This is an optimization exercise on Yosys and OpenROAD, whose aim is small area, a short achievable clock period and few clock cycles per item, not a production implementation. In this exercise RTL edits were held to simulation tests only and were not proved equivalent to the original. Power and IR drop assume default switching activity.

==> inputs of branch maple <==
## int_pipe_top
module int_pipe_top (
    input  logic                     clk,
    input  logic                     reset,
    input  logic                     in_valid,
    output logic                     in_ready,
    input  int_pipe_pkg::instr_t     instr,
    input  int_pipe_pkg::word_t      rs_data,
    input  int_pipe_pkg::word_t      rt_data,
    output logic                     out_valid,
    input  logic                     out_ready,
    output logic                     out_wen,
    output int_pipe_pkg::reg_addr_t  out_dest,
    output int_pipe_pkg::word_t      out_data,
    output logic                     out_reserved
);
    logic sel_sum, sel_slt, sel_g, sel_p, sel_nor, sel_lui, sel_shr, sel_shl;
    logic sub, lt_signed, srcb_imm, srcb_zero, imm_sext;
    logic sft_var, sft_left, sft_arith;
    logic wen, reserved;
    int_pipe_pkg::reg_addr_t dest;
    int_pipe_pkg::word_t     result;
    instr_decoder u_instr_decoder (
        .instr     (instr),
  ...
==> module instr_decoder, before the edit <==
module instr_decoder (
    input  int_pipe_pkg::instr_t    instr,
    input  logic                    rt_zero,
    output logic                    sel_sum,       
    output logic                    sel_slt,       
    output logic                    sel_g,         
    output logic                    sel_p,         
    output logic                    sel_nor,       
    output logic                    sel_lui,       
    output logic                    sel_shr,       
    output logic                    sel_shl,       
    output logic                    sub,           
    output logic                    lt_signed,
    output logic                    srcb_imm,      
    output logic                    srcb_zero,     
    output logic                    imm_sext,      
    output logic                    sft_var,
    output logic                    sft_left,
    output logic                    sft_arith,
    output logic                    wen,
    output int_pipe_pkg::reg_addr_t dest,
    output logic                    reserved
);
    logic [5:0] op;
    logic [5:0] fn;
    logic       special;
    logic       f_arith;      
    logic       f_and;
    logic       f_or;
    logic       f_xor;
    logic       f_nor;
    logic       f_slt;        
    logic       f_shr;        
    logic       f_shl;        
    logic       f_mov;        
    logic       f_sync;
    logic       o_add;        
    logic       o_slt;        
    logic       o_and;
    logic       o_or;
    logic       o_xor;
    logic       o_lui;
    logic       rsv;
    assign op      = instr[31:26];
    assign fn      = instr[5:0];
    assign special = (op == OP_SPECIAL);
    assign f_arith = (fn[5:2] == 4'b1000);
    assign f_and   = (fn == 6'b100100);
    assign f_or    = (fn == 6'b100101);
    assign f_xor   = (fn == 6'b100110);
    assign f_nor   = (fn == 6'b100111);
    assign f_slt   = (fn[5:1] == 5'b10101);
    assign f_shr   = (fn[5:3] == 3'b000) && fn[1];
    assign f_shl   = (fn[5:3] == 3'b000) && (fn[1:0] == 2'b00);
    assign f_mov   = (fn[5:1] == 5'b00101);
    assign f_sync  = (fn == FN_SYNC);
    assign o_add   = (op[5:1] == 5'b00100);
    assign o_slt   = (op[5:1] == 5'b00101);
    assign o_and   = (op == 6'b001100);
    assign o_or    = (op == 6'b001101);
    assign o_xor   = (op == 6'b001110);
    assign o_lui   = (op == 6'b001111);
    assign sel_sum = (special && f_arith) || o_add;
    assign sel_slt = (special && f_slt) || o_slt;
    assign sel_g   = (special && (f_and || f_or)) || o_and || o_or;
    assign sel_p   = (special && (f_or || f_xor || f_mov)) || o_or || o_xor;
    assign sel_nor = special && f_nor;
    assign sel_lui = o_lui;
    assign sel_shr = special && f_shr;
    assign sel_shl = special && f_shl;
    assign sub       = special ? (fn[5] && !fn[2] && fn[1]) : (!op[2] && op[1]);
    assign lt_signed = special ? !fn[0] : !op[0];
    assign srcb_imm  = !special;
    assign srcb_zero = special && f_mov;
    assign imm_sext  = !op[2];
    assign sft_var   = fn[2];
    assign sft_left  = !fn[1];
    assign sft_arith = fn[0];
    assign rsv      = !((special && (f_arith || f_and || f_or || f_xor || f_nor || f_slt
                                     || f_shr || f_shl || f_mov || f_sync))
                        || o_add || o_slt || o_and || o_or || o_xor || o_lui);
    assign reserved = rsv;
    assign wen      = (special && f_mov) ? (rt_zero ^ fn[0]) : !(rsv || (special && f_sync));
    assign dest     = (rsv || (special && f_sync)) ? 5'd0 : (special ? instr[15:11] : instr[20:16]);
endmodule
clock: 7.0 ns
lec_check: 0
abc_area: 1
cap_margin: 20
core_margin: 2
core_utilization: 40
setup_slack_margin: 2.5
slew_margin: 20
standard.sh (not shown) runs the stock make flow with config.mk's settings and CLKGATE_MAP_FILE= SYNTH_SCRIPT=/design/flow/synth_recipe.tcl, a recipe that flattens the netlist after the stock synthesis.
==> flow/flow/run.sh <==
#!/bin/bash
# The standard layout with two changes:
#  - the full and half adder cells are added to the don't-use list, so
#    synthesis leaves adders as plain gates for ABC to map
#  - the port buffers are the smallest plain buffer (buf_1) instead of the
#    default delay buffer
set -e
DU="$(cat flow/dont_use.txt)"
export BUFFER_PORTS_ARGS="-buffer_cell sky130_fd_sc_hd__buf_1"
bash standard.sh "DONT_USE_CELLS=$DU" finish > standard.log 2>&1
==> flow/flow/dont_use.txt <==
sky130_fd_sc_hd__probe_p_8 sky130_fd_sc_hd__probec_p_8 sky130_fd_sc_hd__lpflow_bleeder_1 sky130_fd_sc_hd__lpflow_clkbufkapwr_1 sky130_fd_sc_hd__lpflow_clkbufkapwr_16 sky130_fd_sc_hd__lpflow_clkbufkapwr_2 sky130_fd_sc_hd__lpflow_clkbufkapwr_4 sky130_fd_sc_hd__lpflow_clkbufkapwr_8 sky130_fd_sc_hd__lpflow_clkinvkapwr_1 sky130_fd_sc_hd__lpflow_clkinvkapwr_16 sky130_fd_sc_hd__lpflow_clkinvkapwr_2 sky130_fd_sc_hd__lpflow_clkinvkapwr_4 sky130_fd_sc_hd__lpflow_clkinvkapwr_8 sky130_fd_sc_hd__lpflow_decapkapwr_12 sky130_fd_sc_hd__lpflow_decapkapwr_3 sky130_fd_sc_hd__lpflow_decapkapwr_4 sky130_fd_sc_hd__lpflow_decapkapwr_6 sky130_fd_sc_hd__lpflow_decapkapwr_8 sky130_fd_sc_hd__lpflow_inputiso0n_1 sky130_fd_sc_hd__lpflow_inputiso0p_1 sky130_fd_sc_hd__lpflow_inputiso1n_1 sky130_fd_sc_hd__lpflow_inputiso1p_1 sky130_fd_sc_hd__lpflow_inputisolatch_1 sky130_fd_sc_hd__lpflow_isobufsrc_1 sky130_fd_sc_hd__lpflow_isobufsrc_16 sky130_fd_sc_hd__lpflow_isobufsrc_2 sky130_fd_sc_hd__lpflow_isobufsrc_4 sky130_fd_sc_hd__lpflow_isobufsrc_8 sky130_fd_sc_hd__lpflow_isobufsrckapwr_16 sky130_fd_sc_hd__lpflow_lsbuf_lh_hl_isowell_tap_1 sky130_fd_sc_hd__lpflow_lsbuf_lh_hl_isowell_tap_2 sky130_fd_sc_hd__lpflow_lsbuf_lh_hl_isowell_tap_4 sky130_fd_sc_hd__lpflow_lsbuf_lh_isowell_4 sky130_fd_sc_hd__lpflow_lsbuf_lh_isowell_tap_1 sky130_fd_sc_hd__lpflow_lsbuf_lh_isowell_tap_2 sky130_fd_sc_hd__lpflow_lsbuf_lh_isowell_tap_4  sky130_fd_sc_hd__fa_1 sky130_fd_sc_hd__fa_2 sky130_fd_sc_hd__fa_4 sky130_fd_sc_hd__ha_1 sky130_fd_sc_hd__ha_2 sky130_fd_sc_hd__ha_4
==> branch delta (differences from branch maple) <==
--- a/flow/design.v
+++ b/flow/design.v
@@ -41,62 +41,51 @@
     logic [5:0] fn;
     logic       special;
-    logic       f_arith;      
-    logic       f_and;
-    logic       f_or;
-    logic       f_xor;
-    logic       f_nor;
-    logic       f_slt;        
-    logic       f_shr;        
-    logic       f_shl;        
-    logic       f_mov;        
-    logic       f_sync;
-    logic       o_add;        
-    logic       o_slt;        
-    logic       o_and;
-    logic       o_or;
-    logic       o_xor;
-    logic       o_lui;
-    logic       rsv;
+    logic       r_arith;      
+    logic       r_log;        
+    logic       r_slt;        
+    logic       r_sft;        
+    logic       r_mov;        
+    logic       r_sync;
+    logic       i_add;        
+    logic       i_slt;        
+    logic       i_log;        
+    logic       i_lui;        
+    logic       any_log;
+    logic [1:0] lop;
     assign op      = instr[31:26];
     assign fn      = instr[5:0];
     assign special = (op == OP_SPECIAL);
-    assign f_arith = (fn[5:2] == 4'b1000);
-    assign f_and   = (fn == 6'b100100);
-    assign f_or    = (fn == 6'b100101);
-    assign f_xor   = (fn == 6'b100110);
-    assign f_nor   = (fn == 6'b100111);
-    assign f_slt   = (fn[5:1] == 5'b10101);
-    assign f_shr   = (fn[5:3] == 3'b000) && fn[1];
-    assign f_shl   = (fn[5:3] == 3'b000) && (fn[1:0] == 2'b00);
-    assign f_mov   = (fn[5:1] == 5'b00101);
-    assign f_sync  = (fn == FN_SYNC);
-    assign o_add   = (op[5:1] == 5'b00100);
-    assign o_slt   = (op[5:1] == 5'b00101);
-    assign o_and   = (op == 6'b001100);
-    assign o_or    = (op == 6'b001101);
-    assign o_xor   = (op == 6'b001110);
-    assign o_lui   = (op == 6'b001111);
-    assign sel_sum = (special && f_arith) || o_add;
-    assign sel_slt = (special && f_slt) || o_slt;
-    assign sel_g   = (special && (f_and || f_or)) || o_and || o_or;
-    assign sel_p   = (special && (f_or || f_xor || f_mov)) || o_or || o_xor;
-    assign sel_nor = special && f_nor;
-    assign sel_lui = o_lui;
-    assign sel_shr = special && f_shr;
-    assign sel_shl = special && f_shl;
+    assign r_arith = special && (fn[5:2] == 4'b1000);
+    assign r_log   = special && (fn[5:2] == 4'b1001);
+    assign r_slt   = special && (fn[5:1] == 5'b10101);
+    assign r_sft   = special && (fn[5:3] == 3'b000) && (fn[1:0] != 2'b01);
+    assign r_mov   = special && (fn[5:1] == 5'b00101);
+    assign r_sync  = special && (fn == FN_SYNC);
+    assign i_add   = (op[5:1] == 5'b00100);
+    assign i_slt   = (op[5:1] == 5'b00101);
+    assign i_log   = (op[5:2] == 4'b0011) && (op[1:0] != 2'b11);
+    assign i_lui   = (op == 6'b001111);
+    assign any_log = r_log || i_log;
+    assign lop     = special ? fn[1:0] : op[1:0];
+    assign sel_g   = any_log && !lop[1];
+    assign sel_p   = (any_log && (lop == 2'b01 || lop == 2'b10)) || r_mov;
+    assign sel_nor = r_log && (lop == 2'b11);
+    assign sel_lui = i_lui;
+    assign sel_sum   = r_arith || i_add;
+    assign sel_slt   = r_slt || i_slt;
+    assign sel_shr   = r_sft && fn[1];
+    assign sel_shl   = r_sft && !fn[1];
     assign sub       = special ? (fn[5] && !fn[2] && fn[1]) : (!op[2] && op[1]);
     assign lt_signed = special ? !fn[0] : !op[0];
     assign srcb_imm  = !special;
-    assign srcb_zero = special && f_mov;
+    assign srcb_zero = r_mov;
     assign imm_sext  = !op[2];
     assign sft_var   = fn[2];
     assign sft_left  = !fn[1];
     assign sft_arith = fn[0];
-    assign rsv      = !((special && (f_arith || f_and || f_or || f_xor || f_nor || f_slt
-                                     || f_shr || f_shl || f_mov || f_sync))
-                        || o_add || o_slt || o_and || o_or || o_xor || o_lui);
-    assign reserved = rsv;
-    assign wen      = (special && f_mov) ? (rt_zero ^ fn[0]) : !(rsv || (special && f_sync));
-    assign dest     = (rsv || (special && f_sync)) ? 5'd0 : (special ? instr[15:11] : instr[20:16]);
+    assign reserved = !(r_arith || r_log || r_slt || r_sft || r_mov || r_sync
+                        || i_add || i_slt || i_log || i_lui);
+    assign wen      = r_mov ? (rt_zero ^ fn[0]) : !(reserved || r_sync);
+    assign dest     = (reserved || r_sync) ? 5'd0 : (special ? instr[15:11] : instr[20:16]);
 endmodule
 `default_nettype wire
==> flow/flow/run.sh (replaced) <==
#!/bin/bash
# The standard layout, with the port buffers made from the smallest plain
# buffer (buf_1) instead of the default delay buffer
export BUFFER_PORTS_ARGS="-buffer_cell sky130_fd_sc_hd__buf_1"
bash standard.sh > standard.log 2>&1
- ABC_AREA: 1 -> 0
- SETUP_SLACK_MARGIN: 2.5 -> unset
removed: flow/flow/dont_use.txt
==> branch violet (differences from branch maple) <==
==> flow/flow/run.sh (replaced) <==
#!/bin/bash
# The standard layout with two changes:
#  - the full and half adder cells are added to the don't-use list, so
#    synthesis leaves adders as plain gates for ABC to map
#  - the port buffers are the smallest plain buffer (buf_2) instead of the
#    default delay buffer
set -e
DU="$(cat flow/dont_use.txt)"
export BUFFER_PORTS_ARGS="-buffer_cell sky130_fd_sc_hd__buf_2"
bash standard.sh "DONT_USE_CELLS=$DU" finish > standard.log 2>&1
- CORE_UTILIZATION: 40 -> 50
- SETUP_SLACK_MARGIN: 2.5 -> 2.75
==> branch ember (differences from branch maple) <==
- CAP_MARGIN: 20 -> 5
- CORE_UTILIZATION: 40 -> 50
- SETUP_SLACK_MARGIN: 2.5 -> 2.75
- SLEW_MARGIN: 20 -> 5
==> notes <==
- Worst setup slack, lowest first: branch delta, branch maple, branch ember, branch violet.
- In flip-flop and latch count, branch delta and branch maple do not differ.
- In sequential power, branch ember and branch maple hardly differ.
- Of branch ember and branch violet, branch violet has the higher critical path depth (gap 1).
- Core utilization, highest first: branch violet, branch ember, branch delta, branch maple.
- In clock power, branch violet and branch ember hardly differ.
- In branch ember the global-route usage is higher than in branch maple, by 7.9 points.
- The lowest sequential share of layout area belongs to branch violet, the highest to branch delta.
- Of branch maple and branch ember, branch ember has the higher non-clock buffer count (gap 3).
- Worst hold slack: branch delta < branch maple < branch ember < branch violet.
Testbench counts of branch maple, summed over its fixed seeds: cycles 16,008, items 16,000.
Testbench counts of branch delta, summed over its fixed seeds: cycles 16,008, items 16,000.
Testbench counts of branch violet, summed over its fixed seeds: cycles 16,008, items 16,000.
Testbench counts of branch ember, summed over its fixed seeds: cycles 16,008, items 16,000.

## afterwards: timing with drivers on the ports
The results above use ideal ports. As a check the final layouts listed here were re-extracted and re-timed, cells and wires unchanged. Step 1 sets driving cells, clkbuf_16 on the clock port and buf_2 on the other inputs (assumed; they add their load-dependent delay and slew). Step 2 times the ports against the registers' clock, not the clock port: input delays grow and output delays shrink by t, the midpoint of the rising clock arrivals with the driver on. Three values: no drivers, after step 1, after step 2; two values: the first two.
run	shift t [ns]	setup slack, ns	worst slew at a driven data input, ns	cell pins on the clock port's net
branch maple	0.346	2.697 / 2.713 / 2.368	0.05	1
branch delta	0.339	0.686 / 0.703 / 0.364	0.04	1
branch violet	0.340	2.850 / 2.871 / 2.531	0.06	1
branch ember	0.337	2.809 / 2.825 / 2.488	0.04	1
After both steps setup and hold are still met in every run listed. The setup slack of branch maple, which loses most, moves by +0.016 ns with the drivers and by -0.329 ns with both steps.
